This is an optimization exercise on Yosys and OpenROAD, whose aim is small area, a short achievable clock period and few clock cycles, not a production implementation. Only simulation tests tie the RTL to the original design; equivalence was not proved. Power and IR drop assume default switching activity.

## build 47
Design tetris_board_renderer, start of the top module:
module tetris_board_renderer
(
    input  logic       CLOCK_50,
    input  logic       reset,
    input  logic [9:0] i_x,
    input  logic [8:0] i_y,
    output logic [7:0] o_r,
    output logic [7:0] o_g,
    output logic [7:0] o_b,
    input  logic       bus_wr_valid,
    output logic       bus_wr_ready,
    input  logic [3:0] bus_wr_col,
    input  logic [4:0] bus_wr_row,
    input  logic [2:0] bus_wr_color,
    input  logic       bus_clr_req,
    input  logic       bus_shift_req,
    input  logic [4:0] bus_shift_row,
    output logic       bus_busy,
    output logic       bus_op_done
);
==> flow/config.mk <==
export PLATFORM = sky130hd
export DESIGN_NAME = tetris_board_renderer
export DESIGN_NICKNAME = tetris_board_renderer
export VERILOG_FILES = /design/flow/design.v
export SDC_FILE = /design/flow/constraint.sdc
export NUM_CORES = 4
export LEC_CHECK = 0
export ABC_AREA = 1
export CAP_MARGIN = 20
export CORE_MARGIN = 2
export CORE_UTILIZATION = 60
export CTS_CLUSTER_DIAMETER = 80
export CTS_CLUSTER_SIZE = 24
export PLACE_DENSITY = 0.7
export SETUP_SLACK_MARGIN = 3.2
export SLEW_MARGIN = 20
==> flow/constraint.sdc <==
create_clock -name core_clock -period 5.5 [get_ports {CLOCK_50}]
set_input_delay 1.1000 -clock core_clock [delete_from_list [all_inputs] [get_ports {CLOCK_50}]]
set_output_delay 1.1000 -clock core_clock [all_outputs]
set_load 0.01 [all_outputs]
run.sh (not shown) runs the stock make flow with config.mk's settings and CLKGATE_MAP_FILE= SYNTH_SCRIPT=/design/flow/synth_recipe.tcl, a recipe that flattens the netlist after the stock synthesis.
Testbench counts of build 47, summed over its fixed seeds: cycles 11,597.
The following lists how build 82 was set up differently from build 47:
# build 47
export LEC_CHECK = 0
export ABC_AREA = 1
export CAP_MARGIN = 20
export CORE_MARGIN = 2
export CORE_UTILIZATION = 60
export CTS_CLUSTER_DIAMETER = 80
export CTS_CLUSTER_SIZE = 24
export PLACE_DENSITY = 0.7
export SETUP_SLACK_MARGIN = 3.2
export SLEW_MARGIN = 20
create_clock -name core_clock -period 5.5 [get_ports {CLOCK_50}]
# build 82
export LEC_CHECK = 0
export ABC_AREA = 1
export CAP_MARGIN = 20
export CORE_MARGIN = 2
export CORE_UTILIZATION = 40
export SETUP_SLACK_MARGIN = 3.3
export SLEW_MARGIN = 20
create_clock -name core_clock -period 5.5 [get_ports {CLOCK_50}]
==> results.txt <==
First-pass GRT wire length: build 82 > build 47. From build 47 to build 82, number of cells traversed by the worst register-to-register path did not move at all. Build 82 against build 47: total power picked up an extra 14%; peak fanout along the critical path lost 1; final hold slack picked up an extra 0.042 ns; total count of hold-check failures in the final report neither gained nor lost much. Build 47 → build 82: net switching power up about 12%, number of levels the H-tree was split into moved up.
diff inputs: build 82 => build 79
# build 82
export LEC_CHECK = 0
export ABC_AREA = 1
export CAP_MARGIN = 20
export CORE_MARGIN = 2
export CORE_UTILIZATION = 40
export SETUP_SLACK_MARGIN = 3.3
export SLEW_MARGIN = 20
create_clock -name core_clock -period 5.5 [get_ports {CLOCK_50}]
# build 79
export LEC_CHECK = 0
export ABC_AREA = 1
export CAP_MARGIN = 20
export CORE_MARGIN = 2
export CORE_UTILIZATION = 60
export CTS_CLUSTER_DIAMETER = 90
export CTS_CLUSTER_SIZE = 30
export PLACE_DENSITY = 0.7
export SETUP_SLACK_MARGIN = 3.2
export SLEW_MARGIN = 20
create_clock -name core_clock -period 5.5 [get_ports {CLOCK_50}]
==> flow/flow/run.sh (new file) <==
#!/bin/bash
# Layout flow: the standard flow (standard.sh, all steps, unchanged
# synthesis), except that the port buffers are inserted as
# sky130_fd_sc_hd__buf_4. The default pick is a delay cell
# (clkdlybuf4s50_1), which the footprint-matched resizer cannot later swap
# for a real buffer, so it stays on every input and output path.
# Each tool's full output goes to standard.log in the work folder.
set -euo pipefail
bash standard.sh BUFFER_PORTS_ARGS="-buffer_cell sky130_fd_sc_hd__buf_4" finish > standard.log 2>&1
==> flow/standard.sh (new file) <==
#!/bin/bash
# synth_recipe.tcl (not shown) runs the flow's synth.tcl, then flattens the netlist and writes it again
# the make line also repeats each setting of config.mk as NAME=value (left out here)
make -C /OpenROAD-flow-scripts/flow DESIGN_CONFIG=/design/flow/config.mk WORK_HOME=/design/flow/orfs CLKGATE_MAP_FILE= SYNTH_SCRIPT=/design/flow/synth_recipe.tcl "${@:-finish}"
removed: flow/run.sh
Looking at the reports, build 79 completed the entire flow and the layout it produced met the timing, design-rule and antenna checks. Build 79 vs. build 82: required time at the endpoint of the critical path lost 0.08 ns, setup slack shows an increase of 0.0048 ns, sequential share of layout area has increased. Looking at build 82 and build 79, the fmax is a wash. Compared with build 82, build 79 ends up with a smaller final cell area. Compared to build 82, build 79 leaves less free space in the core. [compare] base=build 82 new=build 79: count of clock-buffer cells in the layout has decreased, pin count of the biggest net entering global routing moved down.
Here is what was changed in the inputs of build 34 compared with build 79.
# build 79
export LEC_CHECK = 0
export ABC_AREA = 1
export CAP_MARGIN = 20
export CORE_MARGIN = 2
export CORE_UTILIZATION = 60
export CTS_CLUSTER_DIAMETER = 90
export CTS_CLUSTER_SIZE = 30
export PLACE_DENSITY = 0.7
export SETUP_SLACK_MARGIN = 3.2
export SLEW_MARGIN = 20
create_clock -name core_clock -period 5.5 [get_ports {CLOCK_50}]
# build 34
export LEC_CHECK = 0
export ABC_AREA = 0
export CAP_MARGIN = 20
export CORE_MARGIN = 2
export CORE_UTILIZATION = 60
export CTS_CLUSTER_DIAMETER = 80
export CTS_CLUSTER_SIZE = 24
export PLACE_DENSITY = 0.7
export SETUP_SLACK_MARGIN = 3.2
export SLEW_MARGIN = 20
create_clock -name core_clock -period 5.5 [get_ports {CLOCK_50}]
[summary]
- Looking only at worst hold slack, and setting everything else aside, the higher value of build 79 and build 34 goes to build 34.
- The final reports for build 34 and build 79 show part of the cycle the worst path needs higher in the former.
- Area: build 34 vs build 79 -> build 34 larger
- Build 79 ended up with r_s1_row[9]$_DFF_P_ as its critical path startpoint; build 34 ended up with r_s1_row[2]$_DFF_P_.
- Looking at layout multi-input combinational cell count, build 34 sits about 45% lower than build 79 does.
- The run with more setup slack is build 79; build 34 has less.
- Register-to-register setup slack for build 34: 0.55 ns down relative to build 79
- Compared with build 79, build 34 shows a higher post-detailed-placement half-perimeter wirelength.
- Build 34 vs. build 79: first-pass GRT wire length higher; count of clock-buffer cells in the layout higher.
- Build 34 against build 79; total length of routed met2 wires is up by more than 10%.
- For build 79, the destination of the critical timing path was r_grn[3]$_DFF_P_, unlike build 34, where it was r_grn[1]$_SDFF_PN0_.
- Build 34 vs build 79, global router's overall resource usage went up by 5.3 points.

-- what the ideal ports hide --
The flow's constraints put no driver on any port. The routed layouts listed below were extracted and timed again, unchanged, in two steps. Step 1, drivers: a clkbuf_16 drives CLOCK_50 and a buf_2 each remaining input, both assumed. Step 2 adds t to the input delays and takes it off the output delays; t is the mean of the earliest and latest rising clock arrival at the registers after step 1. Input paths then give back, and output paths get back, about the clock's delay inside the block. a / b / c = no drivers / after step 1 / after step 2; a / b = the first two.
| run | t, ns | setup WS [ns] | worst register clock-pin slew, ns | pins driven straight from the clock port |
|---|---|---|---|---|
| build 47 | 0.664 | 3.064 / 3.064 / 2.511 | 0.10 / 0.10 | 1 |
| build 82 | 0.694 | 3.106 / 3.101 / 2.673 | 0.07 / 0.07 | 1 |
| build 79 | 0.653 | 3.111 / 3.111 / 2.614 | 0.12 / 0.12 | 1 |
| build 34 | 0.672 | 2.558 / 2.558 / 2.479 | 0.11 / 0.11 | 1 |
After both steps setup and hold are still met in every run listed. The setup slack of build 47, which loses most, moves by 0.000 ns with the drivers and by -0.553 ns with both steps.
